Source: an optimization exercise on an open RTL-to-GDS flow (aim: small area and a short achievable clock period). Production flows keep margins and buffers that such runs may drop. RTL that was checked went through simulation tests only; none was proved equivalent to the original. Function not checked in runs 5 and 6: the RTL went through the layout flow alone. No activity file was given, so power comes from the tool's default toggle rates.

==> design.v <==
module c_a22oi (input logic a1, a2, b1, b2, output logic y);
    assign y = ~((a1 & a2) | (b1 & b2));
endmodule
module c_nand4 (input logic a, b, c, d, output logic y);
    assign y = ~(a & b & c & d);
endmodule
module c_nand3 (input logic a, b, c, output logic y);
    assign y = ~(a & b & c);
endmodule
module c_nand2 (input logic a, b, output logic y);
    assign y = ~(a & b);
endmodule
module c_nor2 (input logic a, b, output logic y);
    assign y = ~(a | b);
endmodule
module c_inv (input logic a, output logic y);
    assign y = ~a;
endmodule
module c_mux2i (input logic a, b, s, output logic y);
    assign y = ~(s ? b : a);
endmodule
module c_inv_o (input logic a, output logic y);
    assign y = ~a;
endmodule
module c_and2_o (input logic a, b, output logic y);
    assign y = a & b;
endmodule
module c_nand3_o (input logic a, b, c, output logic y);
    assign y = ~(a & b & c);
endmodule
module c_a22o (input logic a1, a2, b1, b2, output logic y);
    assign y = (a1 & a2) | (b1 & b2);
endmodule
module c_a21o (input logic a1, a2, b1, output logic y);
    assign y = (a1 & a2) | b1;
endmodule
module c_a222oi (input logic a1, a2, b1, b2, c1, c2, output logic y);
    assign y = ~((a1 & a2) | (b1 & b2) | (c1 & c2));
endmodule
module c_or3 (input logic a, b, c, output logic y);
    assign y = a | b | c;
endmodule
module c_and2 (input logic a, b, output logic y);
    assign y = a & b;
endmodule
module c_xor2 (input logic a, b, output logic y);
    assign y = a ^ b;
endmodule
module c_pgpre (input logic x, y, output logic g, p);
    c_and2 u_g (.a(x), .b(y), .y(g));
    c_xor2 u_p (.a(x), .b(y), .y(p));
endmodule
module c_pgcomb (input logic gh, ph, gl, pl, output logic g, p);
    assign g = gh | (ph & gl);
    assign p = ph & pl;
endmodule
module c_pgcomb_n (input logic gh, ph, gl, pl, output logic g, p);
    assign g = ~(gh | (ph & gl));
    assign p = ~(ph & pl);
endmodule
module c_pgcomb_p (input logic gh, ph, gl, pl, output logic g, p);
    assign g = ~(gh & (ph | gl));
    assign p = ~(ph | pl);
endmodule
module c_pginv (input logic gi, pi, output logic g, p);
    assign g = ~gi;
    assign p = ~pi;
endmodule
module rdport_half (
    input  logic [31:0]   sel,
    input  logic [1023:0] words,
    output logic [31:0]   lo_n,
    output logic [31:0]   hi_n
);
    genvar j, m;
    generate
        for (j = 0; j < 32; j++) begin : bit_
            logic [15:0] t1;
            logic [3:0]  t2;
            for (m = 0; m < 16; m++) begin : t1_
                c_a22oi u (.a1(sel[2*m]), .a2(words[32*(2*m) + j]),
                           .b1(sel[2*m+1]), .b2(words[32*(2*m+1) + j]), .y(t1[m]));
            end
            for (m = 0; m < 4; m++) begin : t2_
                c_nand4 u (.a(t1[4*m]), .b(t1[4*m+1]), .c(t1[4*m+2]), .d(t1[4*m+3]), .y(t2[m]));
            end
            c_nor2 u_lo (.a(t2[0]), .b(t2[1]), .y(lo_n[j]));
            c_nor2 u_hi (.a(t2[2]), .b(t2[3]), .y(hi_n[j]));
        end
    endgenerate
endmodule
module rdport_f (
    input  logic [31:0]   sel,
    input  logic [1023:0] words,
    output logic [31:0]   q
);
    logic [31:0] lo_n, hi_n;
    rdport_half u_h (.sel(sel), .words(words), .lo_n(lo_n), .hi_n(hi_n));
    genvar j;
    generate
        for (j = 0; j < 32; j++) begin : bit_
            c_nand2 u (.a(lo_n[j]), .b(hi_n[j]), .y(q[j]));
        end
    endgenerate
endmodule
module rdport_s (
    input  logic [31:0]   sel,
    input  logic [1023:0] words,
    output logic [31:0]   q
);
    genvar j, m;
    generate
        for (j = 0; j < 32; j++) begin : bit_
            logic [10:0] t1;
            logic [2:0]  t2;
            for (m = 0; m < 10; m++) begin : t1_
                c_a222oi u (.a1(sel[3*m]), .a2(words[32*(3*m) + j]),
                            .b1(sel[3*m+1]), .b2(words[32*(3*m+1) + j]),
                            .c1(sel[3*m+2]), .c2(words[32*(3*m+2) + j]), .y(t1[m]));
            end
            c_a22oi u_last (.a1(sel[30]), .a2(words[32*30 + j]),
                            .b1(sel[31]), .b2(words[32*31 + j]), .y(t1[10]));
            c_nand4 u_n0 (.a(t1[0]), .b(t1[1]), .c(t1[2]), .d(t1[3]), .y(t2[0]));
            c_nand4 u_n1 (.a(t1[4]), .b(t1[5]), .c(t1[6]), .d(t1[7]), .y(t2[1]));
            c_nand3 u_n2 (.a(t1[8]), .b(t1[9]), .c(t1[10]), .y(t2[2]));
            c_or3   u_o  (.a(t2[0]), .b(t2[1]), .c(t2[2]), .y(q[j]));
        end
    endgenerate
endmodule
module rdport_r (
    input  logic [31:0]   sel,
    input  logic [1023:0] words,
    output logic [31:0]   q
);
    genvar j, m;
    generate
        for (j = 0; j < 32; j++) begin : bit_
            logic [15:0] t1;
            logic [3:0]  t2;
            logic        lo_n, hi_n;
            c_nand2 u_first (.a(sel[1]), .b(words[32 + j]), .y(t1[0]));
            for (m = 1; m < 16; m++) begin : t1_
                c_a22oi u (.a1(sel[2*m]), .a2(words[32*(2*m) + j]),
                           .b1(sel[2*m+1]), .b2(words[32*(2*m+1) + j]), .y(t1[m]));
            end
            for (m = 0; m < 4; m++) begin : t2_
                c_nand4 u (.a(t1[4*m]), .b(t1[4*m+1]), .c(t1[4*m+2]), .d(t1[4*m+3]), .y(t2[m]));
            end
            c_nor2  u_lo (.a(t2[0]), .b(t2[1]), .y(lo_n));
            c_nor2  u_hi (.a(t2[2]), .b(t2[3]), .y(hi_n));
            c_nand2 u_q  (.a(lo_n), .b(hi_n), .y(q[j]));
        end
    endgenerate
endmodule
module addn #(
    parameter int w      = 32,
    parameter int levels = 5
) (
    input  logic [w-1:0] x,
    input  logic [w-1:0] y,
    input  logic         cin,
    output logic [w-1:0] s
);
    logic [w-1:0] g0, p0;
    logic [w-1:0] g [levels+1];
    logic [w-1:0] p [levels+1];
    genvar i, k;
    generate
        for (i = 0; i < w; i++) begin : pre
            c_pgpre u (.x(x[i]), .y(y[i]), .g(g0[i]), .p(p0[i]));
        end
        c_pgcomb u_cin (.gh(g0[0]), .ph(p0[0]), .gl(cin), .pl(1'b0), .g(g[0][0]), .p(p[0][0]));
        assign g[0][w-1:1] = g0[w-1:1];
        assign p[0][w-1:1] = p0[w-1:1];
        for (k = 0; k < levels; k++) begin : lv
            for (i = 0; i < w; i++) begin : b
                if (i >= (1 << k)) begin : c
                    if (k % 2 == 0) begin : n
                        c_pgcomb_n u (.gh(g[k][i]), .ph(p[k][i]), .gl(g[k][i-(1<<k)]),
                                      .pl(p[k][i-(1<<k)]), .g(g[k+1][i]), .p(p[k+1][i]));
                    end else begin : t
                        c_pgcomb_p u (.gh(g[k][i]), .ph(p[k][i]), .gl(g[k][i-(1<<k)]),
                                      .pl(p[k][i-(1<<k)]), .g(g[k+1][i]), .p(p[k+1][i]));
                    end
                end else begin : wire_
                    c_pginv u (.gi(g[k][i]), .pi(p[k][i]), .g(g[k+1][i]), .p(p[k+1][i]));
                end
            end
        end
    endgenerate
    assign s = p0 ^ ~{g[levels][w-2:0], ~cin};
endmodule
module shift32 (
    input  logic [31:0] a,
    input  logic [4:0]  sh,
    input  logic        left,
    input  logic        fill,
    output logic [31:0] y
);
    logic [31:0] v [6];
    genvar i, k;
    generate
        for (i = 0; i < 32; i++) begin : rv0
            c_mux2i u (.a(a[i]), .b(a[31-i]), .s(left), .y(v[0][i]));
        end
        for (k = 1; k <= 5; k++) begin : lv
            for (i = 0; i < 32; i++) begin : b
                if (i + (1 << (k-1)) < 32) begin : in_
                    c_mux2i u (.a(v[k-1][i]), .b(v[k-1][i + (1 << (k-1))]), .s(sh[k-1]),
                               .y(v[k][i]));
                end else begin : fl
                    c_mux2i u (.a(v[k-1][i]), .b((k % 2 == 1) ? ~fill : fill), .s(sh[k-1]),
                               .y(v[k][i]));
                end
            end
        end
        assign y = v[5];
    endgenerate
endmodule
module cpu_top (
    input  logic        clk,
    input  logic        reset,
    input  logic        run,
    input  logic        prog_valid,
    input  logic [15:0] prog_addr,
    input  logic [31:0] prog_word,
    output logic        prog_ready,
    output logic        retire_valid,
    output logic [31:0] retire_pc,
    output logic [31:0] retire_instr,
    output logic        retire_we,
    output logic [4:0]  retire_rd,
    output logic [31:0] retire_value
);
    localparam logic [6:0] op_reg   = 7'b0110011;
    localparam logic [6:0] op_imm   = 7'b0010011;
    localparam logic [6:0] op_lui   = 7'b0110111;
    localparam logic [6:0] op_load  = 7'b0000011;
    localparam logic [6:0] op_store = 7'b0100011;
    logic [31:0] imem [32];
    logic [31:0] dmem [32];
    logic [31:0] regs [1:31];
    logic [4:0]  pc;
    logic [31:0] ir;
    logic [31:0] sum_q, oth_q, dsel_q;
    logic        a31_q, b31_q;
    logic        st_q, wr_q, legal_q;
    logic        s_sum_q, s_oth_q, s_rev_q, s_slt_q;
    logic [1023:0] imem_flat, regs_flat, dmem_flat;
    always_comb begin
        for (int i = 0; i < 32; i++) begin
            imem_flat[32*i +: 32] = imem[i];
            dmem_flat[32*i +: 32] = dmem[i];
            regs_flat[32*i +: 32] = (i == 0) ? 32'b0 : regs[i];
        end
    end
    logic [4:0]  rd;
    logic        wen;
    logic        slt;
    logic [31:0] wb;
    assign rd  = ir[11:7];
    assign wen = run && wr_q;
    assign slt = (a31_q == b31_q) ? a31_q : sum_q[31];
    logic [31:0] ld_lo_n, ld_hi_n, oth_n, oth_rev;
    rdport_half u_dmem_rd (.sel(dsel_q), .words(dmem_flat), .lo_n(ld_lo_n), .hi_n(ld_hi_n));
    always_comb begin
        for (int i = 0; i < 32; i++)
            oth_rev[i] = oth_q[31-i];
    end
    assign oth_n = ~(({32{s_sum_q}} & sum_q) | ({32{s_oth_q}} & oth_q)
                     | ({32{s_rev_q}} & oth_rev) | {31'b0, s_slt_q & slt});
    genvar gj;
    generate
        for (gj = 0; gj < 32; gj++) begin : wb_
            c_nand3   u (.a(ld_lo_n[gj]), .b(ld_hi_n[gj]), .c(oth_n[gj]), .y(wb[gj]));
            c_nand3_o o (.a(ld_lo_n[gj]), .b(ld_hi_n[gj]), .c(oth_n[gj]), .y(retire_value[gj]));
        end
    endgenerate
    always_ff @(posedge clk) begin
        for (int i = 1; i < 32; i++) begin
            if (reset || (wen && rd == 5'(i)))
                regs[i] <= wb & {32{!reset}};
        end
    end
    always_ff @(posedge clk) begin
        for (int i = 0; i < 32; i++) begin
            if (run && st_q && dsel_q[i])
                dmem[i] <= oth_q;
        end
    end
    c_inv_o  u_ready (.a(run), .y(prog_ready));
    c_and2_o u_valid (.a(run), .b(legal_q), .y(retire_valid));
    c_and2_o u_we    (.a(run), .b(wr_q), .y(retire_we));
    assign retire_pc    = {25'b0, pc, 2'b00};
    assign retire_instr = ir;
    assign retire_rd    = rd;
    logic        iw;
    logic        hit;       
    logic        upd;       
    logic [4:0]  pc_inc;
    logic [31:0] pc2_sel;
    logic [31:0] imem_pc2;
    logic [31:0] nir;       
    logic [31:0] nir_n;
    logic [31:0] nx;        
    logic [31:0] nr;        
    assign iw     = prog_valid && !run && prog_addr[15:5] == 11'd0;
    assign hit    = iw && (reset ? prog_addr[4:0] == 5'd0 : prog_addr[4:0] == pc);
    assign upd    = run || hit || reset;
    assign pc_inc = pc + 5'd1;
    always_comb begin
        for (int i = 0; i < 32; i++)
            pc2_sel[i] = pc + 5'd2 == 5'(i);
    end
    rdport_s u_imem_rd (.sel(pc2_sel), .words(imem_flat), .q(imem_pc2));
    always_comb begin
        if (run)
            nir_n = imem_pc2;
        else if (iw && prog_addr[4:0] == (reset ? 5'd1 : pc_inc))
            nir_n = prog_word;
        else if (reset)
            nir_n = imem[1];
        else
            nir_n = nir;
    end
    always_ff @(posedge clk) begin
        nir <= nir_n;
    end
    logic        use0;
    assign use0 = reset && !(prog_valid && prog_addr == 16'd0);
    always_comb begin
        if (run)       nx = nir;
        else if (use0) nx = imem[0];
        else           nx = prog_word;
    end
    assign nr = run ? nir : prog_word;
    always_ff @(posedge clk) begin
        if (iw)
            imem[prog_addr[4:0]] <= prog_word;
    end
    always_ff @(posedge clk) begin
        if (reset)
            pc <= '0;
        else if (run)
            pc <= pc_inc;
    end
    logic [6:0]  nop;
    logic [2:0]  nf3;
    logic        nalt, nalu, n_legal, n_wr, n_ld, n_st;
    assign nop     = nx[6:0];
    assign nf3     = nx[14:12];
    assign nalt    = nx[31:25] == 7'b0100000;
    assign nalu    = nop == op_reg || nop == op_imm;
    assign n_ld    = nop == op_load && nf3 == 3'b010;
    assign n_st    = nop == op_store && nf3 == 3'b010;
    assign n_legal = (nop == op_reg && (nalt || nx[31:25] == 7'b0) && nf3 != 3'b011)
                   || (nop == op_imm && nf3 != 3'b011) || nop == op_lui || n_ld || n_st;
    assign n_wr    = n_legal && !n_st && nx[11:7] != 5'd0;
    function automatic logic [35:0] opctl(input logic [31:0] w);
        logic [6:0]  o;
        logic [2:0]  f;
        logic        al, alu;
        logic [31:0] im;
        o   = w[6:0];
        f   = w[14:12];
        al  = w[31:25] == 7'b0100000;
        alu = o == op_reg || o == op_imm;
        if (o == op_store)
            im = {{20{w[31]}}, w[31:25], w[11:7]};
        else if (o == op_lui)
            im = {w[31:12], 12'b0};
        else
            im = {{20{w[31]}}, w[31:20]};
        opctl = {o != op_reg,
                 (o == op_reg && f == 3'b000 && al) || (alu && f == 3'b010),
                 f == 3'b001,
                 al && f != 3'b001,
                 im};
    endfunction
    logic [35:0] ctl_run, ctl_0, ctl_pw, ctl;
    logic        use_imm, inv, left, sra;
    logic [31:0] imm;
    assign ctl_run = opctl(nir);
    assign ctl_0   = opctl(imem[0]);
    assign ctl_pw  = opctl(prog_word);
    assign ctl     = run ? ctl_run : use0 ? ctl_0 : ctl_pw;
    assign {use_imm, inv, left, sra, imm} = ctl;
    logic [4:0]  rs1, rs2;
    logic [31:0] sel1, sel2, ra, rr;
    logic        hit1, hit2;
    logic [31:0] a, rb, b, bx;
    logic        nrun;
    assign nrun = !run;
    assign rs1 = nr[19:15];
    assign rs2 = nr[24:20];
    logic [31:0] dn1, dn2, dp1, dp2;
    always_comb begin
        dn1 = '0;
        dn2 = '0;
        dp1 = '0;
        dp2 = '0;
        for (int i = 1; i < 32; i++) begin
            dn1[i] = nir[19:15] == 5'(i);
            dn2[i] = nir[24:20] == 5'(i);
            dp1[i] = prog_word[19:15] == 5'(i);
            dp2[i] = prog_word[24:20] == 5'(i);
        end
    end
    genvar gs;
    generate
        assign sel1[0] = 1'b0;
        assign sel2[0] = 1'b0;
        for (gs = 1; gs < 32; gs++) begin : sel_
            c_a22o u1 (.a1(run), .a2(dn1[gs]), .b1(nrun), .b2(dp1[gs]), .y(sel1[gs]));
            c_a22o u2 (.a1(run), .a2(dn2[gs]), .b1(nrun), .b2(dp2[gs]), .y(sel2[gs]));
        end
    endgenerate
    rdport_r u_rs1_rd (.sel(sel1), .words(regs_flat), .q(ra));
    rdport_r u_rs2_rd (.sel(sel2), .words(regs_flat), .q(rr));
    logic        ka, rsel;
    logic [31:0] ob;
    assign hit1 = wen && rd == rs1;
    assign hit2 = wen && rd == rs2;
    logic [31:0] obx, rrx;
    assign ka   = !hit1 && !reset;
    assign rsel = !use_imm && !hit2 && !reset;
    assign ob   = ({32{use_imm}} & imm) | ({32{!use_imm && hit2}} & wb);
    assign obx  = {32{!rsel}} & (ob ^ {32{inv}});
    assign rb   = ({32{hit2}} & wb) | ({32{!hit2 && !reset}} & rr);
    genvar go;
    generate
        for (go = 0; go < 32; go++) begin : op_
            c_a22o ua (.a1(hit1), .a2(wb[go]), .b1(ka), .b2(ra[go]), .y(a[go]));
            c_a21o ub (.a1(rsel), .a2(rr[go]), .b1(ob[go]), .y(b[go]));
            c_xor2 ux (.a(rr[go]), .b(inv), .y(rrx[go]));
            c_a21o uc (.a1(rsel), .a2(rrx[go]), .b1(obx[go]), .y(bx[go]));
        end
    endgenerate
    logic [31:0] sum_n, sh_n, lg_n, oth_d;
    logic [4:0]  shamt;
    logic        fill;
    assign shamt = b[4:0];
    assign fill  = sra && a[31];
    addn    u_add (.x(a), .y(bx), .cin(inv), .s(sum_n));
    shift32 u_sh  (.a(a), .sh(shamt), .left(left), .fill(fill), .y(sh_n));
    assign oth_d = (nalu && nf3[1:0] == 2'b01) ? sh_n : lg_n;
    always_comb begin
        case (nf3)
            3'b100:  lg_n = a ^ b;
            3'b110:  lg_n = a | b;
            default: lg_n = a & b;
        endcase
        if (nop == op_lui)   lg_n = imm;
        if (nop == op_store) lg_n = rb;
    end
    logic [6:0]  ls_sum;
    logic [3:0]  dlo;
    logic [7:0]  dhi;
    logic [31:0] dsel_n;
    addn #(.w(7), .levels(3)) u_ls (.x(a[6:0]), .y(imm[6:0]), .cin(1'b0), .s(ls_sum));
    always_comb begin
        for (int i = 0; i < 4; i++)
            dlo[i] = ls_sum[3:2] == 2'(i);
        for (int i = 0; i < 8; i++)
            dhi[i] = ls_sum[6:4] == 3'(i) && (n_ld || n_st);
        for (int i = 0; i < 32; i++)
            dsel_n[i] = dlo[i % 4] && dhi[i / 4];
    end
    always_ff @(posedge clk) begin
        if (upd) begin
            ir      <= nx;
            sum_q   <= sum_n;
            oth_q   <= oth_d;
            a31_q   <= a[31];
            b31_q   <= bx[31];
            dsel_q  <= dsel_n;
            st_q    <= n_st;
            wr_q    <= n_wr;
            legal_q <= n_legal;
            s_sum_q <= nalu && nf3 == 3'b000;
            s_slt_q <= nalu && nf3 == 3'b010;
            s_rev_q <= nalu && nf3 == 3'b001;
            s_oth_q <= (nalu && nf3 != 3'b000 && nf3 != 3'b010 && nf3 != 3'b001) || nop == op_lui
                     || nop == op_store;
        end
    end
endmodule
==> flow/run.sh <==
#!/bin/bash
# Own layout flow: the standard synthesis, then every combinational cell set to its
# smallest size, then the standard ORFS layout with timing repair aimed well below the clock
# period, small clock-tree buffers and plain port buffers.
set -euo pipefail
R=orfs/results/$FLOW_PLATFORM/cpu_top/base
KNOBS=(
  "SETUP_SLACK_MARGIN=7.5"
  "TNS_END_PERCENT=10"
  "CTS_BUF_LIST=sky130_fd_sc_hd__clkbuf_16"
  "CTS_CLUSTER_SIZE=24"
  "CTS_CLUSTER_DIAMETER=80"
  "CORE_UTILIZATION=55"
  "BUFFER_PORTS_ARGS=-buffer_cell sky130_fd_sc_hd__buf_2"
)
bash standard.sh synth > log_synth.txt 2>&1
RESULTS=$R openroad -no_init -exit flow/downsize.tcl > log_downsize.txt 2>&1
touch $R/1_synth.sdc
bash standard.sh "${KNOBS[@]}" finish > log_layout.txt 2>&1
==> flow/downsize.tcl <==
# Area recovery before floorplanning: every combinational cell of the synthesized netlist is
# set to the smallest cell of its own family (same logic function, e.g. a22oi_2 -> a22oi_1).
# Flip-flops and tie cells are left as synthesis made them. Timing repair later sizes up
# the cells that need it.
set results $::env(RESULTS)
read_db $results/1_synth.odb
set db [ord::get_db]
set block [ord::get_db_block]

proc family {name} {
    if {[regexp {^(sky130_fd_sc_hd__[a-z0-9]+)_([0-9]+)$} $name -> base drive]} {
        return $base
    }
    return ""
}

set skip {df edf sdf sedf dl conb tap fill decap lpflow probe clkdly dlygate}
array set best {}
array set best_area {}
foreach lib [$db getLibs] {
    foreach m [$lib getMasters] {
        set n [$m getName]
        set fam [family $n]
        if {$fam eq ""} { continue }
        set a [expr {double([$m getWidth]) * [$m getHeight]}]
        if {![info exists best($fam)] || $a < $best_area($fam)} {
            set best($fam) $m
            set best_area($fam) $a
        }
    }
}

set swapped 0
set kept 0
foreach inst [$block getInsts] {
    set m [$inst getMaster]
    set n [$m getName]
    set fam [family $n]
    if {$fam eq ""} { incr kept; continue }
    set short [string range $fam 17 end]
    set hit 0
    foreach s $skip {
        if {[string match "${s}*" $short]} { set hit 1; break }
    }
    if {$hit} { incr kept; continue }
    set a [expr {double([$m getWidth]) * [$m getHeight]}]
    if {$best_area($fam) < $a} {
        $inst swapMaster $best($fam)
        incr swapped
    }
}
puts "downsize: swapped $swapped instances, kept $kept"
write_db $results/1_synth.odb
==> standard.sh <==
#!/bin/bash
# synth_recipe.tcl (not shown) runs the flow's synth.tcl, then flattens the netlist and writes it again
# the make line also repeats each setting of config.mk as NAME=value (left out here)
make -C /OpenROAD-flow-scripts/flow DESIGN_CONFIG=/design/flow/config.mk WORK_HOME=/design/flow/orfs CLKGATE_MAP_FILE= SYNTH_SCRIPT=/design/flow/synth_recipe.tcl "${@:-finish}"
==> config.mk <==
export PLATFORM = sky130hd
export DESIGN_NAME = cpu_top
export DESIGN_NICKNAME = cpu_top
export VERILOG_FILES = /design/flow/design.v
export SDC_FILE = /design/flow/constraint.sdc
export NUM_CORES = 8
export LEC_CHECK = 0
export CAP_MARGIN = 20
export CORE_MARGIN = 2
export CORE_UTILIZATION = 40
export SETUP_SLACK_MARGIN = 1.0
export SLEW_MARGIN = 20
export SYNTH_HIERARCHICAL = 1
==> constraint.sdc <==
create_clock -name core_clock -period 13.0 [get_ports {clk}]
set_input_delay 2.6000 -clock core_clock [delete_from_list [all_inputs] [get_ports {clk}]]
set_output_delay 2.6000 -clock core_clock [all_outputs]
set_load 0.01 [all_outputs]
==> results of run 1 <==
## area by class of cell
cell class / count / area share (%)
repair inverters: 1 / 0.00326
inverters: 128 / 0.326
well taps: 3167 / 2.58
clock inverters: 44 / 0.400
multi-input cells: 5031 / 25.6
clock buffers: 169 / 2.75
flip-flops and latches: 3214 / 62.7
repair buffers: 786 / 5.51
diodes: 22 / 0.0358
## power by group
part	internal (W)	total, W	leakage, nW	switching [W]
Clock	0.00242	0.00575	2.38	0.00333
Combinational	0.00108	0.00354	17.6	0.00246
Sequential	0.0120	0.0123	30.1	0.000284
Total	0.0155	0.0215	50.1	0.00607
## layer usage
metal,global-route usage [%],vias to the layer above,share of wire [%]
met5,0,-,0.021
met4,19.9,14,6.2
met3,10.9,1311,14
met2,57.4,7496,43
met1,54.6,47700,37
li1,-,37500,-
## flip-flops by register name (all words and copies together), names as in the netlist, 32 cells and up
register / flops
regs: 992
dmem: 1024
oth_q: 32
dsel_q: 32
nir: 32
ir: 32
imem: 1024
sum_q: 32
## path summary, 6_finish.rpt
path,start,endpoint,slack [ns],cells after the start
min,nir[7],ir[7],0.64,2
max reg2reg,dsel_q[28],oth_q[24],7.89,13
min reg2reg,nir[7],ir[7],0.64,2
max,run,oth_q[22],7.06,18
## what timing repair did
item                       in CTS  in global routing
pin swaps                     162                230
gates cloned                   59                  7
resized for setup             899                384
buffers inserted              172                100
setup endpoints to repair     163                191
## metrics by stage
| step | hold WS, ns | instances | cell area [um2] | utilization [%] |
|---|---|---|---|---|
| 2_1_floorplan | 0.546 | 8573 | 132000 | - |
| 3_3_place_gp | 0.597 | 12000 | 139000 | 58.4 |
| 3_5_place_dp | 0.601 | 12000 | 139000 | 58.5 |
| 4_1_cts | 0.627 | 12400 | 151000 | 63.4 |
| 5_1_grt | 0.668 | 12500 | 154000 | 64.6 |
| 6_report | 0.644 | 12600 | 154000 | 64.6 |
## worst reg2reg max path: stages, from the launching register on
cell      delay (ns)
edfxtp_1        0.39
buf_4           0.30
a22oi_1         0.28
nand4_1         0.20
nor2_1          0.63
nand3_1         0.93
a22o_4          0.68
mux2i_4         0.26
mux2i_1         0.13
mux2i_1         0.22
mux2i_1         0.14
mux2i_1         0.21
mux2i_1         0.15
a221o_1         0.33
## cells in the final DEF (no fill, tap or decap), drive strengths merged, types with 84 or more instances in the layout
cell and instances:
a21o 84, a21oi 189, a222oi 352, a22o 105
a22oi 1530, buf 745, clkbuf 182, edfxtp 3209
inv 150, mux2i 253, nand2 426, nand3 161
nand4 451, nor2 481, o21ai 170, xor2 99
==> key figures, run 1 <==
Outcome
  • Status: timing/DRC/antenna clean

STA
  • Worst-margin pin slew: 1.20 ns
  • Fmax: 168 MHz
  • RSZ-0062 raised after global routing: true
  • Min Tclk post-route: 5.94 ns
  • Final setup viols: 0
  • Headroom to the max-slew limit: 19.4%
  • Clock skew: 0.0633 ns
  • Final worst setup slack: 7.06 ns
  • Fin. Hold Viols: 0
  • Fin. max-slew vios: 0
  • Final worst path period share: 45.7%
  • Setup_tns: 0 ns

Route
  • DRC viols: 0
  • Final WL: 495,000 um
  • Antenna-violating nets left: 0
  • Iter 0 DRT Violations: 16,900
  • Avg WL per Cell: 39.4 um
  • Number of vias per cell: 7.49
  • Pre-Repair DR Iteration Count: 10
  • Routed vias: 94,100

CTS
  • TritonCTS clock tree: yes
  • Clk sinks: 3,214
  • Clock-pin slew on the worst setup and hold paths: 0.10 ns
  • Worst-Skew Late Latency: 0.88 ns
  • CTS root buffer: clkbuf_16
  • Clock Tree Buf Depth: 3
  • Num CTS Buffers: 164
  • H-tree levels: 4
  • Post-CTS Hold Fix Bufs: 0

Setup path
  • Critical path buffer and inverter count: 6
  • CP max stage delay: 0.37 ns
  • Arrival time worst endpoint: 6.48 ns
  • CP Class: in -> reg
  • Critical path endpoint category: flip-flop
  • Worst Setup Start Kind: input pin
  • Critical-path cell list: clkbuf_16 -> inv_16 -> bufbuf_16 -> a22o_1 -> buf_12 -> a22oi_1 -> nand4_1 -> nor2_2 -> nand2_2 -> a22o_4 -> buf_4 -> inv_1 -> ha_1 -> a21oi_1 -> a21oi_1 -> mux2i_1 -> o21a_1 -> o221ai_1
  • CP top delay family: compound AO/OA/AOI/OAI gates
  • Slowest CP cell: nand4_1
  • Most numerous cell on the critical path: a21oi_1
  • Crit path max fanout: 32
  • CP required: 13.55 ns

Floorplan
  • Site row count: 179
  • Core area: 238,000 um2
  • IO Count: 156
  • Chip height: 494 um
  • Full die area: 244,000 um2
  • Initial core utilization: 55.4%
  • Horiz. Die Dim: 494 um

Power and ir drop
  • VDD IR max: 0.143 mV
  • Post-layout total power: 0.0215 W
  • P_leak: 50.1 nW
  • Power density over the cells: 140 nW/um2

Place
  • Gpl congestion: 1.01
  • Dpl ws: 3.96 ns
  • Port Buffers: 128
  • Hpwl dp: 290,000 um

Finish
  • Multi-input logic area: 39,400 um2
  • # fillers: 17,000
  • Final net count: 9,447
  • Register area: 96,500 um2
  • Area growth syn-to-layout: 16.6%
  • Share of cells above drive strength 1: 19.5%

Global routing
  • Total grt overflow: 0
  • Largest net degree at the start of global routing: 88
  • Total GRT Usage: 39.4%
  • Global-route wire length before repair: 673,000 um
  • Vias in the first global route: 85,400
  • Initial antenna violation count: 32

Yosys
  • Ys Warns: 21
  • Mapped Cells: 8,546
  • Avg Inst Size Synth: 15.4 um2
  • Post-Syn Area: 132,000 um2

Hold path
  • Worst hold path type: reg -> reg

Run
  • MaxCap Viol Count: 0
==> inputs of run 2 (changes only) <==
--- a/flow/run.sh
+++ b/flow/run.sh
@@ -11,5 +11,5 @@
   "CTS_CLUSTER_SIZE=24"
   "CTS_CLUSTER_DIAMETER=80"
-  "CORE_UTILIZATION=55"
+  "PRE_IO_PLACEMENT_TCL=$PWD/flow/io.tcl"
   "BUFFER_PORTS_ARGS=-buffer_cell sky130_fd_sc_hd__buf_2"
 )
==> flow/io.tcl (new file) <==
# Keep run next to the outputs that follow it combinationally.
set_io_pin_constraint -group -order -pin_names {prog_ready retire_valid run retire_we}
==> key figures, run 2 <==
Setup path
  • Most numerous cell on the critical path: mux2i_1
  • Arrival time worst endpoint: 6.73 ns (+0.25 ns)
  • Crit path max fanout: 32 (unchanged)
  • Critical path endpoint category: flip-flop
  • Worst Setup Start Kind: input pin
  • Critical-path cell list: clkbuf_16 -> buf_16 -> buf_12 -> clkinv_16 -> bufbuf_16 -> a22o_1 -> buf_6 -> a22oi_1 -> nand4_1 -> nor2_1 -> nand2_1 -> a22o_4 -> mux2i_4 -> mux2i_1 -> mux2i_1 -> mux2i_1 -> mux2i_1 -> mux2i_1 -> nor2_1 -> a21oi_1
  • CP required: 13.65 ns (+0.10 ns)
  • CP Class: in -> reg
  • CP max stage delay: 0.38 ns (about the same)
  • Slowest CP cell: a22o_4

STA
  • Min Tclk post-route: 6.08 ns (+0.143 ns)
  • Setup_tns: 0 ns (unchanged)
  • Headroom to the max-slew limit: 22.6% (+3.3 points)
  • Worst-margin pin slew: 1.16 ns (-0.0434 ns)
  • Fin. max-slew vios: 0 (unchanged)
  • RSZ-0062 raised after global routing: true
  • Final worst setup slack: 6.92 ns (-0.143 ns)
  • Fin. Hold Viols: 0 (unchanged)
  • Fmax: 164 MHz (-2.4%)
  • Final setup viols: 0 (unchanged)
  • Clock skew: 0.0857 ns (+0.0224 ns)
  • Final worst path period share: 46.8% (+1.1 points)

Floorplan
  • IO Count: 156 (unchanged)
  • Initial core utilization: 40.3% (-15 points)
  • Core area: 328,000 um2 (+38%)
  • Site row count: 210 (+17%)
  • Full die area: 334,000 um2 (+37%)
  • Chip height: 578 um (+17%)
  • Horiz. Die Dim: 578 um (+17%)

Yosys
  • Ys Warns: 21 (unchanged)
  • Post-Syn Area: 132,000 um2 (unchanged)
  • Mapped Cells: 8,546 (unchanged)
  • Avg Inst Size Synth: 15.4 um2 (unchanged)

Power and ir drop
  • P_leak: 49.6 nW (-0.98%)
  • Power density over the cells: 141 nW/um2 (+0.61%)
  • VDD IR max: 0.0927 mV (-35%)

Global routing
  • Global-route wire length before repair: 679,000 um (+0.89%)
  • Vias in the first global route: 87,100 (+2.1%)
  • Total GRT Usage: 28.6% (-11 points)
  • Total grt overflow: 0 (unchanged)
  • Largest net degree at the start of global routing: 70 (-20%)
  • Initial antenna violation count: 40 (+25%)

CTS
  • TritonCTS clock tree: yes
  • Clk sinks: 3,214 (unchanged)
  • H-tree levels: 4 (unchanged)
  • Worst-Skew Late Latency: 0.93 ns (+0.05 ns)
  • Clock-pin slew on the worst setup and hold paths: 0.09 ns (about the same)
  • Num CTS Buffers: 172 (+4.9%)
  • CTS root buffer: clkbuf_16
  • Clock Tree Buf Depth: 4 (+1)
  • Post-CTS Hold Fix Bufs: 0 (unchanged)

Route
  • Number of vias per cell: 6.76 (-9.7%)
  • Iter 0 DRT Violations: 15,600 (-8.1%)
  • DRC viols: 0 (unchanged)
  • Avg WL per Cell: 36.2 um (-8.2%)
  • Final WL: 495,000 um (about the same)
  • Antenna-violating nets left: 0 (unchanged)
  • Pre-Repair DR Iteration Count: 9 (-1)
  • Routed vias: 92,600 (-1.6%)

Place
  • Dpl ws: 3.66 ns (-0.298 ns)
  • Gpl congestion: 0.940 (-7.2%)
  • Hpwl dp: 289,000 um (-0.36%)
  • Port Buffers: 128 (unchanged)

Run
  • MaxCap Viol Count: 0 (unchanged)

Finish
  • Area growth syn-to-layout: 16.8%
  • Most common cell after layout, fill and taps aside: edfxtp_1
  • Final net count: 9,389 (-0.61%)
  • Most frequent cells in the layout: edfxtp_1, a22oi_1, nand4_1, buf_4, a222oi_1
  • Share of cells above drive strength 1: 18.5% (-1.0 points)

Outcome
  • Status: timing/DRC/antenna clean

Hold path
  • Worst hold path type: reg -> reg
## run 2: layout make-up
class	count	area (um2)
flip-flops and latches	3214	96500
inverters	128	513
multi-input cells	5041	39200
fillers	27900	174000
well taps	4346	5440
clock buffers	176	4400
repair buffers	709	7110
repair inverters	2	23.8
diodes	16	40.0
clock inverters	56	787
## run 2: metrics by stage
| step | cells | total power (W) | utilization (%) | hold slack (ns) | area, um2 |
|---|---|---|---|---|---|
| after floorplan | 8573 | 0.0137 | - | 0.546 | 132000 |
| after global placement | 13200 | 0.0150 | 42.9 | 0.615 | 141000 |
| after detailed placement | 13200 | 0.0151 | 42.9 | 0.620 | 141000 |
| after CTS | 13600 | 0.0216 | 46.7 | 0.629 | 153000 |
| after global routing | 13700 | 0.0222 | 47.0 | 0.672 | 154000 |
| final | 13700 | 0.0217 | 47.0 | 0.652 | 154000 |
## run 2: path summary, 6_finish.rpt
check	depth (start not counted)	to	slack, ns	start
worst max-delay path	20	oth_q[8]	6.92	run
worst min-delay path	2	nir[10]	0.65	imem[1][10]
worst max register to register	13	oth_q[2]	7.81	dsel_q[20]
worst min register to register	2	nir[10]	0.65	imem[1][10]
## run 2: critical path: cells and delay by family
family | cells | cell delay (ns)
multiplexers | 6 | 1.18
buffers and inverters | 6 | 1.02
AO/OA/AOI/OAI | 4 | 0.93
AND/OR/NAND/NOR | 4 | 0.91
## run 2: repair_timing
action,CTS,global route
gates cloned,61,2
setup buffers,187,31
setup endpoints to repair,775,131
endpoints found under the hold margin,0,0
pin swaps,189,59
gates resized for setup,1040,112
## run 2: per-layer routing
layer / vias up / share of wire [%] / track usage, %
met5: - / 0.025 / 0
met1: 47100 / 37 / 38.1
met3: 1227 / 13 / 7.24
li1: 37400 / - / -
met4: 18 / 6.3 / 15.1
met2: 6782 / 44 / 43.3
## run 2: power by group
group	switching [W]	internal, W
Clock	0.00338	0.00265
Combinational	0.00245	0.00104
Sequential	0.000228	0.0120
==> inputs of run 3 (changes only) <==
--- a/flow/downsize.tcl
+++ b/flow/downsize.tcl
@@ -44,4 +44,19 @@
     }
     if {$hit} { incr kept; continue }
+    # the last gates of the load-data path to retire_value keep drive strength 2
+    set keep 0
+    foreach it [$inst getITerms] {
+        if {[$it isOutputSignal] && [$it getNet] ne "NULL"} {
+            set nn [[$it getNet] getName]
+            foreach pat {ld_lo_n* ld_hi_n* wb* retire_value*} {
+                if {[string match $pat $nn]} { set keep 1 }
+            }
+        }
+    }
+    if {$keep} {
+        set m2 [$db findMaster "${fam}_2"]
+        if {$m2 ne "NULL"} { $inst swapMaster $m2; incr swapped }
+        continue
+    }
     set a [expr {double([$m getWidth]) * [$m getHeight]}]
     if {$best_area($fam) < $a} {
==> key figures, run 3 <==
Outcome
  • Status: timing/DRC/antenna clean

CTS
  • Clock Tree Buf Depth: 4 (unchanged)
  • CTS root buffer: clkbuf_16
  • Num CTS Buffers: 176 (+2.3%)
  • Post-CTS Hold Fix Bufs: 0 (unchanged)
  • Clk sinks: 3,214 (unchanged)
  • Clock-pin slew on the worst setup and hold paths: 0.09 ns (about the same)
  • TritonCTS clock tree: yes
  • Worst-Skew Late Latency: 0.93 ns (about the same)
  • H-tree levels: 4 (unchanged)

Global routing
  • Global-route wire length before repair: 681,000 um (+0.23%)
  • Vias in the first global route: 87,000 (-0.14%)
  • Total grt overflow: 0 (unchanged)
  • Initial antenna violation count: 29 (-28%)
  • Largest net degree at the start of global routing: 138 (+97%)
  • Total GRT Usage: 28.6% (about the same)

Route
  • Number of vias per cell: 6.76 (-0.11%)
  • Avg WL per Cell: 36.4 um (+0.73%)
  • Iter 0 DRT Violations: 15,800 (+1.3%)
  • Final WL: 500,000 um (+0.93%)
  • Antenna-violating nets left: 0 (unchanged)
  • Routed vias: 92,700 (+0.085%)
  • DRC viols: 0 (unchanged)
  • Pre-Repair DR Iteration Count: 10 (+1)

STA
  • Fmax: 165 MHz (about the same)
  • Fin. Hold Viols: 0 (unchanged)
  • Min Tclk post-route: 6.08 ns (-0.00258 ns)
  • Final worst path period share: 46.8% (about the same)
  • Final worst setup slack: 6.92 ns (+0.00258 ns)
  • Fin. max-slew vios: 0 (unchanged)
  • Headroom to the max-slew limit: 23.9% (+1.3 points)
  • RSZ-0062 raised after global routing: true
  • Final setup viols: 0 (unchanged)
  • Setup_tns: 0 ns (unchanged)
  • WHS: 0.656 ns (+0.00378 ns)
  • Clock skew: 0.0673 ns (-0.0184 ns)
  • Worst-margin pin slew: 1.14 ns (-0.0192 ns)

Floorplan
  • Site row count: 211 (+0.48%)
  • Initial core utilization: 40.1% (-0.16 points)
  • Horiz. Die Dim: 579 um (+0.12%)
  • IO Count: 156 (unchanged)
  • Chip height: 579 um (+0.12%)
  • Core area: 330,000 um2 (+0.64%)
  • Full die area: 335,000 um2 (+0.24%)

Finish
  • Multi-input logic area: 39,400 um2 (+0.61%)
  • Most common cell after layout, fill and taps aside: edfxtp_1
  • Most frequent cells in the layout: edfxtp_1, a22oi_1, nand4_1, buf_4, a222oi_1
  • Area growth syn-to-layout: 16.7% (about the same)
  • Final net count: 9,378 (-0.12%)
  • # fillers: 28,100 (+0.42%)
  • Post-layout util: 46.8% (-0.19 points)
  • Share of cells above drive strength 1: 19.4% (+0.94 points)
  • Register area: 96,500 um2 (unchanged)

Setup path
  • Worst Setup Start Kind: input pin
  • Crit path max fanout: 10 (-69%)
  • Critical path endpoint category: flip-flop
  • CP required: 13.65 ns (about the same)
  • CP Class: in -> reg
  • Arrival time worst endpoint: 6.73 ns (about the same)

Place
  • Port Buffers: 128 (unchanged)
  • Dpl ws: 3.69 ns (+0.0352 ns)
  • Hpwl dp: 289,000 um (-0.12%)
  • Gpl congestion: 0.954 (+1.5%)

Yosys
  • Post-Syn Area: 132,000 um2 (+0.24%)
  • Mapped Cells: 8,546 (unchanged)
  • Ys Warns: 21 (unchanged)
  • Avg Inst Size Synth: 15.5 um2 (+0.24%)

Power and ir drop
  • Power density over the cells: 141 nW/um2 (about the same)
  • Switching part of the total: 28.2% (+0.29 points)
  • Sequential power share: 56.0% (-0.2 points)
  • Gate power share: 15.8% (-0.3 points)
  • VDD IR max: 0.108 mV (+16%)
  • P_leak: 49.5 nW (-0.18%)
  • Post-layout total power: 0.0218 W (+0.32%)
  • Clock power share: 28.1% (+0.3 points)
  • Switching Power: 0.00614 W (+1.3%)
  • Internal power: 0.0156 W (about the same)

Run
  • MaxCap Viol Count: 0 (unchanged)

Hold path
  • Worst hold path type: reg -> reg
==> run 3: repair_timing <==
action | CTS | global route
endpoints found under the setup margin | 699 | 217
gates cloned | 48 | 11
setup buffers | 134 | 70
gates resized for setup | 874 | 273
pin swaps | 116 | 138
==> run 3: stage by stage <==
stage / cell area (um2) / instances
6_report: 154000 / 13700
3_5_place_dp: 141000 / 13200
3_3_place_gp: 141000 / 13200
2_1_floorplan: 132000 / 8573
5_1_grt: 154000 / 13700
4_1_cts: 152000 / 13600
==> run 3: layer usage <==
| metal | share of wire [%] | track usage (%) | vias to the layer above |
|---|---|---|---|
| li1 | - | - | 37400 |
| met1 | 38 | 38.2 | 47300 |
| met2 | 44 | 43.7 | 6648 |
| met3 | 12 | 7.20 | 1285 |
| met4 | 6.1 | 14.1 | 12 |
| met5 | 0.015 | 0 | - |
==> run 3: layout make-up <==
type	instances	share of cell area (%)
diodes	16	0.0259
flip-flops and latches	3214	62.5
repair buffers	700	4.54
well taps	4366	3.54
inverters	128	0.331
repair inverters	1	0.00730
multi-input cells	5036	25.6
clock buffers	178	2.89
clock inverters	76	0.602
==> run 3: final timing paths <==
kind / slack (ns) / from / to / depth (start not counted)
max: 6.92 / run / oth_q[29] / 21
min: 0.66 / imem[1][26] / nir[26] / 2
max reg2reg: 7.95 / dsel_q[0] / oth_q[21] / 14
min reg2reg: 0.66 / imem[1][26] / nir[26] / 2
==> run 3: critical path: stages <==
cell and delay [ns]:
clkbuf_16 0.17, buf_6 0.11, buf_12 0.13, clkinv_16 0.09, bufbuf_16 0.29, a22o_4 0.30
buf_12 0.18, a22oi_2 0.15, nand4_1 0.18, nor2_4 0.30, nand2_2 0.12, a22o_4 0.27
buf_4 0.17, buf_4 0.16, mux2i_4 0.24, mux2i_1 0.16, mux2i_2 0.24, mux2i_1 0.13
mux2i_1 0.25, mux2i_1 0.12, a221o_1 0.33
==> run 3: power by group through the flow <==
stage,Sequential [W],Clock (W),Combinational (W)
after floorplan,0.0124,0,0.00124
after global placement,0.0124,0,0.00261
after detailed placement,0.0124,0,0.00265
after CTS,0.0122,0.00619,0.00312
after global routing,0.0122,0.00652,0.00352
final,0.0122,0.00613,0.00344
==> inputs of run 4 (changes only) <==
--- a/flow/run.sh
+++ b/flow/run.sh
@@ -11,4 +11,5 @@
   "CTS_CLUSTER_SIZE=24"
   "CTS_CLUSTER_DIAMETER=80"
+  "CORE_UTILIZATION=55"
   "PRE_IO_PLACEMENT_TCL=$PWD/flow/io.tcl"
   "BUFFER_PORTS_ARGS=-buffer_cell sky130_fd_sc_hd__buf_2"
==> key figures, run 4 <==
Run
  • MaxCap Viol Count: 0 (unchanged)

STA
  • Clock skew: 0.0536 ns (-0.0137 ns)
  • Fin. Hold Viols: 0 (unchanged)
  • RSZ-0062 raised after global routing: true
  • Final worst path period share: 46.6% (-0.11 points)
  • Final worst setup slack: 6.94 ns (+0.0145 ns)
  • Worst-margin pin slew: 1.20 ns (+0.0582 ns)
  • Fin. max-slew vios: 0 (unchanged)
  • Final setup viols: 0 (unchanged)
  • Fmax: 165 MHz (+0.24%)
  • Headroom to the max-slew limit: 19.8% (-4.1 points)
  • Min Tclk post-route: 6.06 ns (-0.0145 ns)
  • Setup_tns: 0 ns (unchanged)

Place
  • Hpwl dp: 286,000 um (-0.92%)
  • Port Buffers: 128 (unchanged)
  • Gpl congestion: 0.973 (+1.9%)
  • Dpl ws: 3.89 ns (+0.198 ns)

Global routing
  • Largest net degree at the start of global routing: 119 (-14%)
  • Total GRT Usage: 38.3% (+9.7 points)
  • Vias in the first global route: 84,600 (-2.8%)
  • Initial antenna violation count: 20 (-31%)
  • Global-route wire length before repair: 656,000 um (-3.7%)
  • Total grt overflow: 0 (unchanged)

Finish
  • Most frequent cells in the layout: edfxtp_1, a22oi_1, nand4_1, buf_4, a222oi_1
  • Most common cell after layout, fill and taps aside: edfxtp_1
  • Area growth syn-to-layout: 14.3%
  • # fillers: 17,400 (-38%)
  • Share of cells above drive strength 1: 17.5% (-1.9 points)
  • Final net count: 9,315 (-0.67%)
  • Multi-input logic area: 38,600 um2 (-2.2%)
  • Register area: 96,500 um2 (unchanged)

Route
  • Iter 0 DRT Violations: 15,900 (+0.82%)
  • Routed vias: 92,300 (-0.41%)
  • DRC viols: 0 (unchanged)
  • Final WL: 485,000 um (-2.9%)
  • Pre-Repair DR Iteration Count: 10 (unchanged)
  • Antenna-violating nets left: 0 (unchanged)
  • Number of vias per cell: 7.42 (+9.9%)
  • Avg WL per Cell: 39.0 um (+7.2%)

Yosys
  • Avg Inst Size Synth: 15.5 um2 (unchanged)
  • Post-Syn Area: 132,000 um2 (unchanged)
  • Mapped Cells: 8,546 (unchanged)
  • Ys Warns: 21 (unchanged)

Setup path
  • Critical path endpoint category: flip-flop
  • Critical-path cell list: clkbuf_16 -> inv_16 -> buf_16 -> a22o_1 -> buf_4 -> buf_12 -> a22oi_1 -> nand4_1 -> nor2_4 -> nand2_1 -> a22o_2 -> mux2i_2 -> mux2i_2 -> mux2i_1 -> mux2i_1 -> mux2i_1 -> mux2i_2 -> a221o_1
  • Crit path max fanout: 30 (+20)
  • Arrival time worst endpoint: 6.68 ns (-0.05 ns)
  • Slowest CP cell: a221o_1
  • Worst Setup Start Kind: input pin
  • CP required: 13.61 ns (-0.04 ns)
  • CP max stage delay: 0.40 ns (+0.07 ns)
  • CP Class: in -> reg

Floorplan
  • Full die area: 244,000 um2 (-27%)
  • Core area: 239,000 um2 (-28%)
  • Site row count: 179 (-15%)
  • Horiz. Die Dim: 494 um (-15%)
  • IO Count: 156 (unchanged)
  • Initial core utilization: 55.4% (+15 points)
  • Chip height: 494 um (-15%)

CTS
  • Clock-pin slew on the worst setup and hold paths: 0.09 ns (about the same)
  • Worst-Skew Late Latency: 0.88 ns (-0.05 ns)
  • Clock Tree Buf Depth: 3 (-1)
  • CTS root buffer: clkbuf_16
  • Num CTS Buffers: 163 (-7.4%)
  • Clk sinks: 3,214 (unchanged)
  • H-tree levels: 4 (unchanged)
  • TritonCTS clock tree: yes

Power and ir drop
  • VDD IR max: 0.184 mV (+71%)
  • Power density over the cells: 141 nW/um2 (-0.35%)
  • P_leak: 48.8 nW (-1.4%)

Hold path
  • Worst hold path type: reg -> reg

Outcome
  • Status: timing/DRC/antenna clean
-- run 4: critical path: cells and delay by family --
family | cells | cell delay, ns
buffers and inverters | 5 | 0.90
multiplexers | 6 | 1.18
AND/OR/NAND/NOR | 3 | 0.67
AO/OA/AOI/OAI | 4 | 1.21
-- run 4: report_power, final --
group	internal, W	switching [W]
clock	0.00241	0.00329
combinational	0.000957	0.00243
sequential	0.0120	0.000207
-- run 4: per-layer routing --
metal	vias up	routed length (um)	GRT usage, %
met5	-	20	0
met1	47200	178000	52.6
li1	37300	-	-
met2	6630	216000	57.7
met3	1191	61300	9.49
met4	4	29300	18.4
-- run 4: final cells by class --
cell class	count	share of cell area, %
Timing Repair inverter	1	0.00331
Clock buffer	168	2.78
Multi-Input combinational cell	5032	25.5
Timing Repair Buffer	654	4.53
Antenna cell	23	0.0381
Inverter	128	0.331
Clock inverter	44	0.364
Tap cell	3167	2.62
Sequential cell	3214	63.8
-- run 4: path summary, 6_finish.rpt --
check	start	cells after the start	endpoint	slack, ns
worst max-delay path	run	18	oth_q[12]	6.94
worst min-delay path	imem[1][10]	2	nir[10]	0.64
worst max register to register	dsel_q[19]	13	oth_q[12]	7.92
worst min register to register	imem[1][10]	2	nir[10]	0.64
-- run 4: stage by stage --
step	cell area [um2]	hold slack, ns	util [%]	std cells	power [W]
2_1_floorplan	132000	0.546	-	8573	0.0137
3_3_place_gp	140000	0.602	58.5	12000	0.0150
3_5_place_dp	140000	0.601	58.5	12000	0.0151
4_1_cts	149000	0.635	62.4	12300	0.0209
5_1_grt	151000	0.657	63.3	12400	0.0217
6_report	151000	0.641	63.4	12400	0.0213
-- run 4: repair_timing --
action | CTS | global route
gates cloned | 42 | 22
endpoints found under the hold margin | 0 | 0
endpoints found under the setup margin | 135 | 127
pin swaps | 81 | 93
hold buffers | 0 | 0
setup buffers | 87 | 42
gates resized for setup | 663 | 322
==> inputs of run 5 (changes only) <==
--- a/design.v
+++ b/design.v
@@ -26,6 +26,6 @@
     assign y = a & b;
 endmodule
-module c_nand3_o (input logic a, b, c, output logic y);
-    assign y = ~(a & b & c);
+module c_nand2_o (input logic a, b, output logic y);
+    assign y = ~(a & b);
 endmodule
 module c_a22o (input logic a1, a2, b1, b2, output logic y);
@@ -38,4 +38,7 @@
     assign y = ~((a1 & a2) | (b1 & b2) | (c1 & c2));
 endmodule
+module c_nor3 (input logic a, b, c, output logic y);
+    assign y = ~(a | b | c);
+endmodule
 module c_or3 (input logic a, b, c, output logic y);
     assign y = a | b | c;
@@ -153,4 +156,28 @@
     endgenerate
 endmodule
+module rdport_d (
+    input  logic [31:0]   sel,
+    input  logic [1023:0] words,
+    output logic [31:0]   q_n
+);
+    genvar j, m;
+    generate
+        for (j = 0; j < 32; j++) begin : bit_
+            logic [10:0] t1;
+            logic [2:0]  t2;
+            for (m = 0; m < 10; m++) begin : t1_
+                c_a222oi u (.a1(sel[3*m]), .a2(words[32*(3*m) + j]),
+                            .b1(sel[3*m+1]), .b2(words[32*(3*m+1) + j]),
+                            .c1(sel[3*m+2]), .c2(words[32*(3*m+2) + j]), .y(t1[m]));
+            end
+            c_a22oi u_last (.a1(sel[30]), .a2(words[32*30 + j]),
+                            .b1(sel[31]), .b2(words[32*31 + j]), .y(t1[10]));
+            c_nand4 u_n0 (.a(t1[0]), .b(t1[1]), .c(t1[2]), .d(t1[3]), .y(t2[0]));
+            c_nand4 u_n1 (.a(t1[4]), .b(t1[5]), .c(t1[6]), .d(t1[7]), .y(t2[1]));
+            c_nand3 u_n2 (.a(t1[8]), .b(t1[9]), .c(t1[10]), .y(t2[2]));
+            c_nor3  u_o  (.a(t2[0]), .b(t2[1]), .c(t2[2]), .y(q_n[j]));
+        end
+    endgenerate
+endmodule
 module addn #(
     parameter int w      = 32,
@@ -262,6 +289,6 @@
     assign wen = run && wr_q;
     assign slt = (a31_q == b31_q) ? a31_q : sum_q[31];
-    logic [31:0] ld_lo_n, ld_hi_n, oth_n, oth_rev;
-    rdport_half u_dmem_rd (.sel(dsel_q), .words(dmem_flat), .lo_n(ld_lo_n), .hi_n(ld_hi_n));
+    logic [31:0] ld_n, oth_n, oth_rev;
+    rdport_d u_dmem_rd (.sel(dsel_q), .words(dmem_flat), .q_n(ld_n));
     always_comb begin
         for (int i = 0; i < 32; i++)
@@ -273,6 +300,6 @@
     generate
         for (gj = 0; gj < 32; gj++) begin : wb_
-            c_nand3   u (.a(ld_lo_n[gj]), .b(ld_hi_n[gj]), .c(oth_n[gj]), .y(wb[gj]));
-            c_nand3_o o (.a(ld_lo_n[gj]), .b(ld_hi_n[gj]), .c(oth_n[gj]), .y(retire_value[gj]));
+            c_nand2   u (.a(ld_n[gj]), .b(oth_n[gj]), .y(wb[gj]));
+            c_nand2_o o (.a(ld_n[gj]), .b(oth_n[gj]), .y(retire_value[gj]));
         end
     endgenerate
--- a/flow/run.sh
+++ b/flow/run.sh
@@ -11,5 +11,4 @@
   "CTS_CLUSTER_SIZE=24"
   "CTS_CLUSTER_DIAMETER=80"
-  "CORE_UTILIZATION=55"
   "PRE_IO_PLACEMENT_TCL=$PWD/flow/io.tcl"
   "BUFFER_PORTS_ARGS=-buffer_cell sky130_fd_sc_hd__buf_2"
--- a/flow/downsize.tcl
+++ b/flow/downsize.tcl
@@ -49,5 +49,5 @@
         if {[$it isOutputSignal] && [$it getNet] ne "NULL"} {
             set nn [[$it getNet] getName]
-            foreach pat {ld_lo_n* ld_hi_n* wb* retire_value*} {
+            foreach pat {ld_n* wb* retire_value* u_rs1_rd.bit_*.lo_n u_rs1_rd.bit_*.hi_n u_rs2_rd.bit_*.lo_n u_rs2_rd.bit_*.hi_n ra* rr*} {
                 if {[string match $pat $nn]} { set keep 1 }
             }
==> key figures, run 5 <==
Outcome
  • Status: timing/DRC/antenna clean

Place
  • Port Buffers: 128 (unchanged)
  • Hpwl dp: 301,000 um (+5.1%)
  • Dpl ws: 3.82 ns (-0.0677 ns)
  • Gpl congestion: 1.02 (+5.0%)

STA
  • Min Tclk post-route: 6.14 ns (+0.0797 ns)
  • RSZ-0062 raised after global routing: true
  • Worst-margin pin slew: 1.28 ns (+0.0792 ns)
  • Fmax: 163 MHz (-1.3%)
  • Final worst setup slack: 6.86 ns (-0.0797 ns)
  • Fin. max-slew vios: 0 (unchanged)
  • Final setup viols: 0 (unchanged)
  • Headroom to the max-slew limit: 14.6% (-5.2 points)
  • Final worst path period share: 47.3% (+0.61 points)
  • Fin. Hold Viols: 0 (unchanged)
  • Clock skew: 0.0939 ns (+0.0403 ns)
  • Setup_tns: 0 ns (unchanged)

Setup path
  • Critical path buffer and inverter count: 8 (+3)
  • CP Class: in -> reg
  • Arrival time worst endpoint: 6.87 ns (+0.19 ns)
  • Slowest CP cell: nor4_4
  • CP required: 13.73 ns (+0.12 ns)
  • Critical-path cell list: clkbuf_16 -> inv_4 -> buf_12 -> buf_4 -> a22o_2 -> buf_12 -> buf_12 -> a22oi_1 -> nand4_1 -> nor2_4 -> nand2_1 -> a22o_4 -> xor2_1 -> a21oi_2 -> inv_2 -> a21oi_4 -> xnor2_2 -> nor4_4 -> buf_6 -> nand3_4 -> nor2_2
  • Crit path max fanout: 8 (-73%)
  • Most numerous cell on the critical path: buf_12
  • Worst Setup Start Kind: input pin
  • CP max stage delay: 0.55 ns (+0.15 ns)
  • Critical path endpoint category: flip-flop
  • CP top delay family: simple AND/OR/NAND/NOR gates

Finish
  • Share of cells above drive strength 1: 18.3% (+0.79 points)
  • Multi-input logic area: 37,900 um2 (-1.7%)
  • # fillers: 28,200 (+62%)
  • Most frequent cells in the layout: edfxtp_1, a22oi_1, a222oi_1, nand2_1, buf_4
  • Final net count: 9,123 (-2.1%)
  • Area growth syn-to-layout: 16.0%
  • Most common cell after layout, fill and taps aside: edfxtp_1
  • Register area: 96,500 um2 (unchanged)

Route
  • Routed vias: 92,300 (+0.033%)
  • Pre-Repair DR Iteration Count: 10 (unchanged)
  • Antenna-violating nets left: 0 (unchanged)
  • DRC viols: 0 (unchanged)
  • Iter 0 DRT Violations: 16,700 (+4.9%)
  • Avg WL per Cell: 37.9 um (-3.1%)
  • Number of vias per cell: 6.88 (-7.4%)
  • Final WL: 508,000 um (+4.7%)

Power and ir drop
  • P_leak: 49.1 nW (+0.73%)
  • VDD IR max: 0.132 mV (-28%)
  • Power density over the cells: 141 nW/um2 (+0.61%)

Run
  • MaxCap Viol Count: 0 (unchanged)

Hold path
  • Worst hold path type: reg -> reg

Floorplan
  • Initial core utilization: 40.2% (-15 points)
  • Core area: 327,000 um2 (+37%)
  • Chip height: 578 um (+17%)
  • Horiz. Die Dim: 578 um (+17%)
  • Full die area: 334,000 um2 (+37%)
  • Site row count: 210 (+17%)
  • IO Count: 156 (unchanged)

Global routing
  • Initial antenna violation count: 41 (+110%)
  • Total grt overflow: 0 (unchanged)
  • Largest net degree at the start of global routing: 134 (+13%)
  • Total GRT Usage: 29.4% (-8.9 points)
  • Global-route wire length before repair: 691,000 um (+5.3%)
  • Vias in the first global route: 86,100 (+1.8%)

CTS
  • H-tree levels: 4 (unchanged)
  • Clock-pin slew on the worst setup and hold paths: 0.09 ns (about the same)
  • Clock Tree Buf Depth: 4 (+1)
  • CTS root buffer: clkbuf_16
  • Worst-Skew Late Latency: 0.94 ns (+0.06 ns)
  • Num CTS Buffers: 174 (+6.7%)
  • Clk sinks: 3,214 (unchanged)
  • TritonCTS clock tree: yes

Yosys
  • Ys Warns: 21 (unchanged)
  • Post-Syn Area: 132,000 um2 (-0.42%)
  • Mapped Cells: 8,322 (-2.6%)
  • Avg Inst Size Synth: 15.8 um2 (+2.3%)
==> run 5: path summary, 6_finish.rpt <==
check / cells after the start / start / end / slack (ns)
max reg2reg: 13 / oth_q[29] / dsel_q[15] / 7.68
min reg2reg: 2 / nir[7] / ir[7] / 0.64
min: 2 / nir[7] / ir[7] / 0.64
max: 21 / run / dsel_q[15] / 6.86
==> run 5: power by group <==
| part | total [W] | switching (W) | leakage, nW | internal [W] |
|---|---|---|---|---|
| combinational | 0.00343 | 0.00247 | 16.5 | 0.000961 |
| clock | 0.00600 | 0.00344 | 2.51 | 0.00256 |
| sequential | 0.0122 | 0.000209 | 30.1 | 0.0120 |
| total | 0.0216 | 0.00612 | 49.1 | 0.0155 |
==> run 5: worst reg2reg max path, stage by stage, from the launching register on <==
cell	delay (ns)
edfxtp_1	0.41
buf_4	0.27
a222oi_1	1.18
nand2_1	0.90
a22o_4	0.56
xor2_4	0.27
nand2_1	0.13
nor2_2	0.14
a21oi_4	0.08
xnor2_2	0.16
nor4_4	0.55
buf_6	0.23
nand3_4	0.13
nor2_2	0.15
==> run 5: final cells by class <==
| class | count | area share [%] |
|---|---|---|
| flip-flops and latches | 3214 | 63.2 |
| multi-input cells | 4807 | 24.8 |
| repair buffers | 676 | 4.71 |
| well taps | 4346 | 3.56 |
| clock buffers | 176 | 2.88 |
| clock inverters | 55 | 0.498 |
| inverters | 128 | 0.320 |
| diodes | 23 | 0.0377 |
| repair inverters | 1 | 0.00328 |
==> run 5: layer usage <==
layer | global-route usage [%] | vias up | wire length (um)
met2 | 45.0 | 6995 | 226000
li1 | - | 36900 | -
met5 | 0.397 | - | 168
met4 | 16.0 | 26 | 34400
met1 | 38.2 | 47100 | 184000
met3 | 7.69 | 1284 | 63800
==> run 5: timing repair <==
| action | in CTS | in global routing |
|---|---|---|
| hold buffers | 0 | 0 |
| buffers inserted | 163 | 24 |
| endpoints found under the setup margin | 137 | 134 |
| cloned | 54 | 6 |
| pin swaps | 178 | 41 |
| resized for setup | 734 | 141 |
==> run 5: through the flow <==
step	power, W	cell area, um2	hold WS (ns)	std cells	util, %
floorplan	0.0137	132000	0.546	8349	-
global placement	0.0151	140000	0.596	12900	42.8
detailed placement	0.0151	140000	0.612	12900	42.9
CTS	0.0214	152000	0.611	13400	46.3
global route	0.0221	153000	0.671	13400	46.6
finish	0.0216	153000	0.642	13400	46.7
==> inputs of run 6 (changes only) <==
--- a/flow/run.sh
+++ b/flow/run.sh
@@ -11,4 +11,5 @@
   "CTS_CLUSTER_SIZE=24"
   "CTS_CLUSTER_DIAMETER=80"
+  "CORE_UTILIZATION=55"
   "PRE_IO_PLACEMENT_TCL=$PWD/flow/io.tcl"
   "BUFFER_PORTS_ARGS=-buffer_cell sky130_fd_sc_hd__buf_2"
==> key figures, run 6 <==
STA
  • Min Tclk post-route: 6.28 ns (+0.135 ns)
  • Setup_tns: 0 ns (unchanged)
  • Headroom to the max-slew limit: 16.8% (+2.1 points)
  • Worst-margin pin slew: 1.25 ns (-0.0306 ns)
  • Final setup viols: 0 (unchanged)
  • Final worst path period share: 48.3% (+1.0 points)
  • Clock skew: 0.0537 ns (-0.0402 ns)
  • Fin. Hold Viols: 0 (unchanged)
  • Fmax: 159 MHz (-2.1%)
  • Fin. max-slew vios: 0 (unchanged)
  • RSZ-0062 raised after global routing: true

Place
  • Port Buffers: 128 (unchanged)
  • Hpwl dp: 291,000 um (-3.3%)
  • Gpl congestion: 0.981 (-4.0%)
  • DP Cell Count: 11,800 (-8.9%)

Global routing
  • Largest net degree at the start of global routing: 138 (+3.0%)
  • Vias in the first global route: 84,800 (-1.6%)
  • Total GRT Usage: 39.4% (+10 points)
  • Total grt overflow: 0 (unchanged)
  • Initial antenna violation count: 38 (-7.3%)
  • Global-route wire length before repair: 671,000 um (-2.8%)

Setup path
  • Arrival time worst endpoint: 6.86 ns (about the same)
  • Critical path endpoint category: flip-flop
  • Worst Setup Start Kind: input pin
  • CP Class: in -> reg
  • Crit path max fanout: 8 (unchanged)
  • CP required: 13.58 ns (-0.15 ns)

Floorplan
  • Full die area: 243,000 um2 (-27%)
  • Chip height: 493 um (-15%)
  • Horiz. Die Dim: 493 um (-15%)
  • Initial core utilization: 55.3% (+15 points)
  • Core area: 238,000 um2 (-27%)
  • IO Count: 156 (unchanged)
  • Site row count: 179 (-15%)

CTS
  • Clk sinks: 3,214 (unchanged)
  • H-tree levels: 4 (unchanged)
  • CTS root buffer: clkbuf_16
  • Worst-Skew Late Latency: 0.91 ns (-0.03 ns)
  • Num CTS Buffers: 163 (-6.3%)
  • Clock Tree Buf Depth: 3 (-1)
  • Clock-pin slew on the worst setup and hold paths: 0.09 ns (about the same)
  • Post-CTS Hold Fix Bufs: 0 (unchanged)
  • TritonCTS clock tree: yes

Yosys
  • Avg Inst Size Synth: 15.8 um2 (unchanged)
  • Ys Warns: 21 (unchanged)
  • Mapped Cells: 8,322 (unchanged)
  • Post-Syn Area: 132,000 um2 (unchanged)

Finish
  • Area growth syn-to-layout: 15.0%
  • Final net count: 9,142 (+0.21%)
  • Share of cells above drive strength 1: 18.5% (+0.19 points)
  • Multi-input logic area: 37,900 um2 (about the same)
  • Most common cell after layout, fill and taps aside: edfxtp_1
  • Register area: 96,500 um2 (unchanged)
  • Most frequent cells in the layout: edfxtp_1, a22oi_1, a222oi_1, nand2_1, nand4_1
  • Non-Filler Instances: 12,300 (-8.7%)
  • # fillers: 17,300 (-39%)

Route
  • Final WL: 497,000 um (-2.2%)
  • DRC viols: 0 (unchanged)
  • Antenna-violating nets left: 0 (unchanged)
  • Avg WL per Cell: 40.5 um (+7.1%)
  • Number of vias per cell: 7.58 (+10%)
  • Routed vias: 92,900 (+0.66%)
  • Iter 0 DRT Violations: 18,000 (+8.0%)
  • Pre-Repair DR Iteration Count: 13 (+3)

Power and ir drop
  • Clock power share: 27.0% (-0.8 points)
  • Switching Power: 0.00596 W (-2.7%)
  • Post-layout total power: 0.0213 W (-1.2%)
  • Gate power share: 15.8% (about the same)
  • Power density over the cells: 141 nW/um2 (-0.36%)
  • Sequential power share: 57.1% (+0.8 points)
  • VDD IR max: 0.151 mV (+14%)
  • Internal power: 0.0154 W (-0.69%)
  • Switching part of the total: 27.9% (-0.40 points)
  • P_leak: 49.1 nW (about the same)

Run
  • MaxCap Viol Count: 0 (unchanged)

Hold path
  • Worst hold path type: reg -> reg

Outcome
  • Status: timing/DRC/antenna clean
==> run 6: cell count changes in the layout (fill, tap and decap cells not counted), sizes merged, moves of 2 or more <==
cell,change
bufbuf,-2
clkinv,-5
diode,-3
clkinvlp,-5
a21o,-3
inv,+3
buf,+24
bufinv,+4
==> run 6: layout make-up <==
type | instances | area share, %
Sequential cell | 3214 | 63.7
Timing Repair inverter | 1 | 0.00744
Timing Repair Buffer | 709 | 5.06
Multi-Input combinational cell | 4804 | 25.0
Antenna cell | 20 | 0.0331
Tap cell | 3167 | 2.62
Clock inverter | 52 | 0.479
Clock buffer | 164 | 2.71
Inverter | 128 | 0.335
==> run 6: per-stage QoR <==
stage / instance area [um2] / setup WS, ns / hold slack [ns] / utilization [%]
3_3_place_gp: 139000 / 4.26 / 0.607 / 58.4
2_1_floorplan: 132000 / 5.00 / 0.546 / -
4_1_cts: 150000 / 7.03 / 0.632 / 62.9
3_5_place_dp: 139000 / 4.13 / 0.614 / 58.5
6_report: 151000 / 6.72 / 0.632 / 63.6
5_1_grt: 151000 / 6.88 / 0.674 / 63.6
==> run 6: critical path: stages <==
cell       delay, ns
clkbuf_16       0.15
buf_12          0.14
clkinv_16       0.08
buf_16          0.16
buf_12          0.16
a22o_4          0.29
clkbuf_16       0.20
buf_6           0.17
a22oi_1         0.19
nand4_1         0.42
nor2_2          0.35
nand2_1         0.18
a22o_4          0.36
mux2i_4         0.23
mux2i_2         0.12
mux2i_1         0.17
buf_4           0.16
mux2i_1         0.09
mux2i_1         0.24
mux2i_1         0.10
nand2_1         0.11
o221ai_1        0.13
==> run 6: power groups by stage <==
stage / clock network, W / logic (W) / registers (W)
after floorplan: 0 / 0.00126 / 0.0124
after global placement: 0 / 0.00264 / 0.0124
after detailed placement: 0 / 0.00268 / 0.0124
after CTS: 0.00578 / 0.00307 / 0.0122
after global routing: 0.00613 / 0.00343 / 0.0122
final: 0.00577 / 0.00338 / 0.0122
==> run 6: path summary, 6_finish.rpt <==
kind / startpoint / end / slack (ns) / depth (start not counted)
worst max register to register: nir[19] / oth_q[20] / 7.59 / 19
worst min register to register: imem[1][9] / nir[9] / 0.63 / 2
worst min-delay path: imem[1][9] / nir[9] / 0.63 / 2
worst max-delay path: run / oth_q[20] / 6.72 / 22
==> run 6: timing repair <==
action / CTS / global route
endpoints found under the setup margin: 155 / 189
pin swaps: 148 / 63
cloned: 50 / 18
gates resized for setup: 705 / 191
buffers inserted: 138 / 40
==> run 6: routing by layer <==
metal  wire (um)  vias to the layer above  global-route usage [%]  share of wire [%]
met2      219000                     7358                    58.2                 44
met3       69600                     1203                    11.4                 14
met1      180000                    47500                    54.2                 36
met4       28700                       16                    18.2                5.8
met5         109                        -                       0              0.022
li1            -                    36900                       -                  -

-- static timing again, ports no longer ideal --
In the flow no input, the clock included, has a driving cell. The finished layouts below were timed again as built, in two steps. Step 1 sets driving cells, clkbuf_16 on the clock port and buf_2 on the other inputs (assumed; they add their load-dependent delay and slew). Step 2 adds t to the input delays and takes it off the output delays; t is the mean of the earliest and latest rising clock arrival at the registers after step 1. Input paths then give back, and output paths get back, about the clock's delay inside the block. Three values: ideal, step 1, step 2; two values: the first two.
run | t, ns | setup WS [ns] | worst hold slack (ns) | worst setup path after step 2
run 1 | 0.944 | 7.062 / 6.795 / 5.879 | 0.644 / 0.644 / 0.644 | input to register
run 2 | 1.003 | 6.919 / 6.667 / 5.664 | 0.652 / 0.652 / 0.652 | input to register
run 3 | 1.018 | 6.921 / 6.468 / 5.505 | 0.656 / 0.656 / 0.656 | input to register
run 4 | 0.965 | 6.936 / 6.489 / 5.530 | 0.641 / 0.641 / 0.641 | input to register
run 5 | 1.013 | 6.856 / 6.693 / 5.680 | 0.642 / 0.642 / 0.642 | input to register
run 6 | 0.978 | 6.721 / 6.337 / 5.359 | 0.632 / 0.632 / 0.632 | input to register
After both steps setup and hold are still met in every run listed. For run 3, which loses most, drivers alone change the setup slack by -0.453 ns; drivers and shift together by -1.416 ns.
